What follows belongs to an exercise in optimizing a design on an open flow for small area and a short achievable clock period; a production flow would make more cautious choices. Function was checked by simulation only, so behaviour that the tests miss may differ from the original.

## 11-01
==> flow/design.v (excerpt) <==
module sdfm_regmap
(
  input  logic                    SYSCLK,
  input  logic                    SYSRSTn,
  input  logic [16-1:0] addr,
  input  logic                    wr,
  input  logic                    rd,
  input  logic [32-1:0]  wdata,
  output logic [32-1:0]  rdata,    
  input  logic [63:0]             filt_data_out,
  input  logic [1:0]              filt_data_update,
  input  logic [63:0]             comp_data_out,
  input  logic [1:0]              comp_data_update,
  input  logic [1:0]              comp_data_low,
  input  logic [1:0]              comp_data_high,
  output logic                    reg_rsten,
  output logic                    reg_clken,
  output logic [15:0]             reg_filtdec,
  output logic [3:0]              reg_filtmode,
  output logic [7:0]              reg_filtdiv,
  output logic [1:0]              reg_filten,
  output logic [1:0]              reg_filtask,
  output logic [3:0]              reg_filtst,
  output logic [9:0]              reg_filtsh,
  output logic [15:0]             reg_compdec,
  output logic [3:0]              reg_compmode,
  output logic [7:0]              reg_compdiv,
  output logic [1:0]              reg_compen,
  output logic [1:0]              reg_compsen,
  output logic [3:0]              reg_compst,
  output logic [1:0]              reg_compilen,
  output logic [1:0]              reg_compihen,
  output logic [1:0]              reg_complclrflg,
  output logic [1:0]              reg_comphclrflg,
  output logic [63:0]             reg_compltrd,
  output logic [63:0]             reg_comphtrd,
  output logic                    irq
);
For scale: ~1200 cells after synthesis, ~440 I/O pins.
==> module sdfm_bus_decode, before the edit <==
module sdfm_bus_decode
(
  input  logic [6:2]  widx,
  output logic [16:0] sel
);
  always_comb
  begin
    for (int k = 0; k < 17; k++)
      sel[k] = (widx == k[4:0]);
    sel[1]  = 1'b0;  
    sel[11] = 1'b0;  
    sel[12] = 1'b0;
  end
endmodule
==> module sdfm_read_hit, before the edit <==
module sdfm_read_hit
(
  input  logic [16-1:0] addr,
  input  logic                    rd,
  output logic                    hit
);
  assign hit = rd && (addr[15:8] == 8'h07) && !addr[7] && (addr[1:0] == 2'b00);
endmodule
==> module sdfm_read_gate, before the edit <==
module sdfm_read_gate
(
  input  logic a,
  input  logic b,
  output logic y
);
  assign y = a & b;
endmodule
==> module sdfm_regmap, before the edit <==
module sdfm_regmap
(
  input  logic                    SYSCLK,
  input  logic                    SYSRSTn,
  input  logic [16-1:0] addr,
  input  logic                    wr,
  input  logic                    rd,
  input  logic [32-1:0]  wdata,
  output logic [32-1:0]  rdata,    
  input  logic [63:0]             filt_data_out,
  input  logic [1:0]              filt_data_update,
  input  logic [63:0]             comp_data_out,
  input  logic [1:0]              comp_data_update,
  input  logic [1:0]              comp_data_low,
  input  logic [1:0]              comp_data_high,
  output logic                    reg_rsten,
  output logic                    reg_clken,
  output logic [15:0]             reg_filtdec,
  output logic [3:0]              reg_filtmode,
  output logic [7:0]              reg_filtdiv,
  output logic [1:0]              reg_filten,
  output logic [1:0]              reg_filtask,
  output logic [3:0]              reg_filtst,
  output logic [9:0]              reg_filtsh,
  output logic [15:0]             reg_compdec,
  output logic [3:0]              reg_compmode,
  output logic [7:0]              reg_compdiv,
  output logic [1:0]              reg_compen,
  output logic [1:0]              reg_compsen,
  output logic [3:0]              reg_compst,
  output logic [1:0]              reg_compilen,
  output logic [1:0]              reg_compihen,
  output logic [1:0]              reg_complclrflg,
  output logic [1:0]              reg_comphclrflg,
  output logic [63:0]             reg_compltrd,
  output logic [63:0]             reg_comphtrd,
  output logic                    irq
);
  logic       dev_ok;
  logic [5:0] widx;
  logic [16:0] sel;      
  logic [16:0] wsel;     
  assign dev_ok = (addr[15:8] == 8'h07) && (addr[1:0] == 2'b00);
  assign widx   = addr[7:2];
  always_comb
    for (int k = 0; k < 17; k++)
      sel[k] = (widx == k[5:0]);
  assign wsel = (wr && dev_ok) ? sel : '0;
  logic [16:0] ws, wh;
  assign ws = SYSRSTn ? wsel  : '0;
  assign wh = SYSRSTn ? ~wsel : '0;
  logic        mien;
  logic [63:0] fdata, cdata;
  logic [1:0]  fs, fh, cs, ch;
  assign fs = SYSRSTn ? filt_data_update  : 2'b00;
  assign fh = SYSRSTn ? ~filt_data_update : 2'b00;
  assign cs = SYSRSTn ? comp_data_update  : 2'b00;
  assign ch = SYSRSTn ? ~comp_data_update : 2'b00;
  sdfm_hreg #(3) u_ctl (.SYSCLK, .s(ws[2]), .h(wh[2]), .d({wdata[4], wdata[1:0]}),
                        .q({mien, reg_clken, reg_rsten}));
  for (genvar i = 0; i < 2; i++)
  begin : g_ch
    sdfm_hreg #(23) u_dfparm (.SYSCLK, .s(ws[3+i]), .h(wh[3+i]),
      .d({wdata[28:24], wdata[21:20], wdata[17], wdata[16], wdata[15:12], wdata[9:8], wdata[7:0]}),
      .q({reg_filtsh[i*5 +: 5], reg_filtst[i*2 +: 2], reg_filtask[i], reg_filten[i],
          reg_filtdiv[i*4 +: 4], reg_filtmode[i*2 +: 2], reg_filtdec[i*8 +: 8]}));
    sdfm_hreg #(22) u_cparm (.SYSCLK, .s(ws[5+i]), .h(wh[5+i]),
      .d({wdata[29], wdata[28], wdata[25], wdata[24], wdata[21:20], wdata[17], wdata[16],
          wdata[15:12], wdata[9:8], wdata[7:0]}),
      .q({reg_comphclrflg[i], reg_complclrflg[i], reg_compihen[i], reg_compilen[i],
          reg_compst[i*2 +: 2], reg_compsen[i], reg_compen[i], reg_compdiv[i*4 +: 4],
          reg_compmode[i*2 +: 2], reg_compdec[i*8 +: 8]}));
    sdfm_hreg #(32) u_cmpl (.SYSCLK, .s(ws[7+i]), .h(wh[7+i]), .d(wdata), .q(reg_compltrd[i*32 +: 32]));
    sdfm_hreg #(32) u_cmph (.SYSCLK, .s(ws[9+i]), .h(wh[9+i]), .d(wdata), .q(reg_comphtrd[i*32 +: 32]));
    sdfm_hreg #(32) u_fdata (.SYSCLK, .s(fs[i]), .h(fh[i]), .d(filt_data_out[i*32 +: 32]), .q(fdata[i*32 +: 32]));
    sdfm_hreg #(32) u_cdata (.SYSCLK, .s(cs[i]), .h(ch[i]), .d(comp_data_out[i*32 +: 32]), .q(cdata[i*32 +: 32]));
  end
  logic [1:0] flg_lf, flg_hf;
  logic       clr_wr;
  assign clr_wr = wsel[1];
  always_ff @(posedge SYSCLK)
  begin
    if (!SYSRSTn)
    begin
      flg_lf <= '0;
      flg_hf <= '0;
      irq    <= 1'b0;
    end
    else
    begin
      for (int i = 0; i < 2; i++)
      begin
        if (comp_data_update[i] && reg_complclrflg[i])
          flg_lf[i] <= comp_data_low[i];
        else if (comp_data_update[i] && comp_data_low[i])
          flg_lf[i] <= 1'b1;
        else if (clr_wr && wdata[8 + i])
          flg_lf[i] <= 1'b0;
        if (comp_data_update[i] && reg_comphclrflg[i])
          flg_hf[i] <= comp_data_high[i];
        else if (comp_data_update[i] && comp_data_high[i])
          flg_hf[i] <= 1'b1;
        else if (clr_wr && wdata[12 + i])
          flg_hf[i] <= 1'b0;
      end
      if (mien && |((reg_compilen & flg_lf) | (reg_compihen & flg_hf)))
        irq <= 1'b1;
      else if (clr_wr && wdata[31])
        irq <= 1'b0;
    end
  end
  logic [67:0] rsel;
  logic [3:0]  rhit;
  logic [31:0] rraw;
  for (genvar g = 0; g < 4; g++)
  begin : g_rdec
    sdfm_bus_decode u_rdec (.widx(addr[6:2]), .sel(rsel[g*17 +: 17]));
    sdfm_read_hit   u_rhit (.addr, .rd, .hit(rhit[g]));
  end
  for (genvar b = 0; b < 32; b++)
  begin : g_rgate
    sdfm_read_gate u_rgate (.a(rhit[b / 8]), .b(rraw[b]), .y(rdata[b]));
  end
  sdfm_read_mux u_rmux (
    .sel (rsel),
    .irq,
    .flg_lf,
    .flg_hf,
    .reg_rsten,
    .reg_clken,
    .mien,
    .reg_filtdec,
    .reg_filtmode,
    .reg_filtdiv,
    .reg_filten,
    .reg_filtask,
    .reg_filtst,
    .reg_filtsh,
    .reg_compdec,
    .reg_compmode,
    .reg_compdiv,
    .reg_compen,
    .reg_compsen,
    .reg_compst,
    .reg_compilen,
    .reg_compihen,
    .reg_complclrflg,
    .reg_comphclrflg,
    .reg_compltrd,
    .reg_comphtrd,
    .fdata,
    .cdata,
    .rdata (rraw)
  );
endmodule
==> flow/config.mk <==
export PLATFORM = sky130hd
export DESIGN_NAME = sdfm_regmap
export DESIGN_NICKNAME = sdfm_regmap
export VERILOG_FILES = /design/flow/design.v
export SDC_FILE = /design/flow/constraint.sdc
export NUM_CORES = 4
export LEC_CHECK = 0
export CAP_MARGIN = 30
export CORE_MARGIN = 2
export CORE_UTILIZATION = 40
export SETUP_SLACK_MARGIN = 3.0
export SLEW_MARGIN = 40
export SYNTH_HIERARCHICAL = 1
==> flow/constraint.sdc <==
create_clock -name core_clock -period 8.0 [get_ports {SYSCLK}]
set_input_delay 1.6000 -clock core_clock [delete_from_list [all_inputs] [get_ports {SYSCLK}]]
set_output_delay 1.6000 -clock core_clock [all_outputs]
set_load 0.01 [all_outputs]
standard.sh (not shown) runs the stock make flow with config.mk's settings and CLKGATE_MAP_FILE= SYNTH_SCRIPT=/design/flow/synth_recipe.tcl, a recipe that flattens the netlist after the stock synthesis.
==> flow/flow/run.sh <==
#!/bin/bash
# standard layout with plain buf_1 port buffers and a lighter clock tree
set -euo pipefail
export BUFFER_PORTS_ARGS="-buffer_cell sky130_fd_sc_hd__buf_1"
export CTS_ARGS="-sink_clustering_enable -repair_clock_nets -dont_use_dummy_load -buf_list sky130_fd_sc_hd__clkbuf_8 -sink_clustering_size 16 -sink_clustering_max_diameter 50"
bash standard.sh > standard.log 2>&1
No stage failed in 11-01, and the final checks on the layout all came back clean.
[inputs] 07-07 vs 11-01
--- a/flow/design.v
+++ b/flow/design.v
@@ -25,31 +25,24 @@
 module sdfm_bus_decode
 (
-  input  logic [6:2]  widx,
-  output logic [16:0] sel
-);
+  input  logic [16-1:0] addr,
+  input  logic                    rd,
+  output logic [16:0]             rsel
+);
+  logic       hit;
+  logic [4:0] p_hi;  
+  logic [3:0] p_lo;  
+  assign hit = rd && (addr[15:8] == 8'h07) && !addr[7] && (addr[1:0] == 2'b00);
   always_comb
   begin
+    for (int j = 0; j < 5; j++)
+      p_hi[j] = (addr[6:4] == j[2:0]);
+    for (int i = 0; i < 4; i++)
+      p_lo[i] = (addr[3:2] == i[1:0]);
     for (int k = 0; k < 17; k++)
-      sel[k] = (widx == k[4:0]);
-    sel[1]  = 1'b0;  
-    sel[11] = 1'b0;  
-    sel[12] = 1'b0;
-  end
-endmodule
-module sdfm_read_hit
-(
-  input  logic [16-1:0] addr,
-  input  logic                    rd,
-  output logic                    hit
-);
-  assign hit = rd && (addr[15:8] == 8'h07) && !addr[7] && (addr[1:0] == 2'b00);
-endmodule
-module sdfm_read_gate
-(
-  input  logic a,
-  input  logic b,
-  output logic y
-);
-  assign y = a & b;
+      rsel[k] = hit && p_hi[k >> 2] && p_lo[k & 3];
+    rsel[1]  = 1'b0;  
+    rsel[11] = 1'b0;  
+    rsel[12] = 1'b0;
+  end
 endmodule
 `timescale 1ns/100ps
@@ -252,14 +245,7 @@
   end
   logic [67:0] rsel;
-  logic [3:0]  rhit;
-  logic [31:0] rraw;
   for (genvar g = 0; g < 4; g++)
   begin : g_rdec
-    sdfm_bus_decode u_rdec (.widx(addr[6:2]), .sel(rsel[g*17 +: 17]));
-    sdfm_read_hit   u_rhit (.addr, .rd, .hit(rhit[g]));
-  end
-  for (genvar b = 0; b < 32; b++)
-  begin : g_rgate
-    sdfm_read_gate u_rgate (.a(rhit[b / 8]), .b(rraw[b]), .y(rdata[b]));
+    sdfm_bus_decode u_rdec (.addr, .rd, .rsel(rsel[g*17 +: 17]));
   end
   sdfm_read_mux u_rmux (
@@ -292,5 +278,5 @@
     .fdata,
     .cdata,
-    .rdata (rraw)
+    .rdata
   );
 endmodule
==> comparison <==
- The higher met2 usage of 07-07 and 11-01 is in 11-01.
- 07-07 vs. 11-01: number of ordinary and repair buffers in the finished layout up about 7%; non-filler instance count after layout up 35; full die area flat; average detailed-routed wire length per instance down 0.40 um.
- On worst hold margin, the higher figure sits with 11-01, not 07-07.
- ~same proportion of cell area occupied by multi-input gates in 07-07 and 11-01
- Via count: 07-07 vs 11-01 up about 2%
- Starting utilization of the core area delta (11-01 -> 07-07): insignificant
- Worst setup slack after layout delta (07-07 − 11-01): unfavourable
- Comparing 07-07 and 11-01, design area is higher on 07-07.
- On 07-07: initial antenna violation count is 1 lower than what 11-01 gave.
- First-pass GRT wire length was higher in the run labelled 11-01.
- Comparing 11-01 with 07-07, the maximum frequency came out essentially unchanged.

-- separate check: timing with driven ports --
The flow's constraints put no driver on any port. The routed layouts listed below were extracted and timed again, unchanged, in two steps.
Step 1 sets driving cells, clkbuf_16 on the clock port and buf_2 on the other inputs (assumed; they add their load-dependent delay and slew).
Step 2, shift: input delay + t, output delay - t, t = (earliest + latest rising clock arrival at the registers) / 2. This alone moves slack from input paths to output paths.
a / b / c = no drivers / after step 1 / after step 2; a / b = the first two.
| run | t (ns) | setup WS [ns] | cell pins on the clock port's net |
|---|---|---|---|
| 11-01 | 0.590 | 3.060 / 3.001 / 3.001 | 1 |
| 07-07 | 0.576 | 3.056 / 2.997 / 2.997 | 1 |
After both steps every run listed still meets setup and hold.
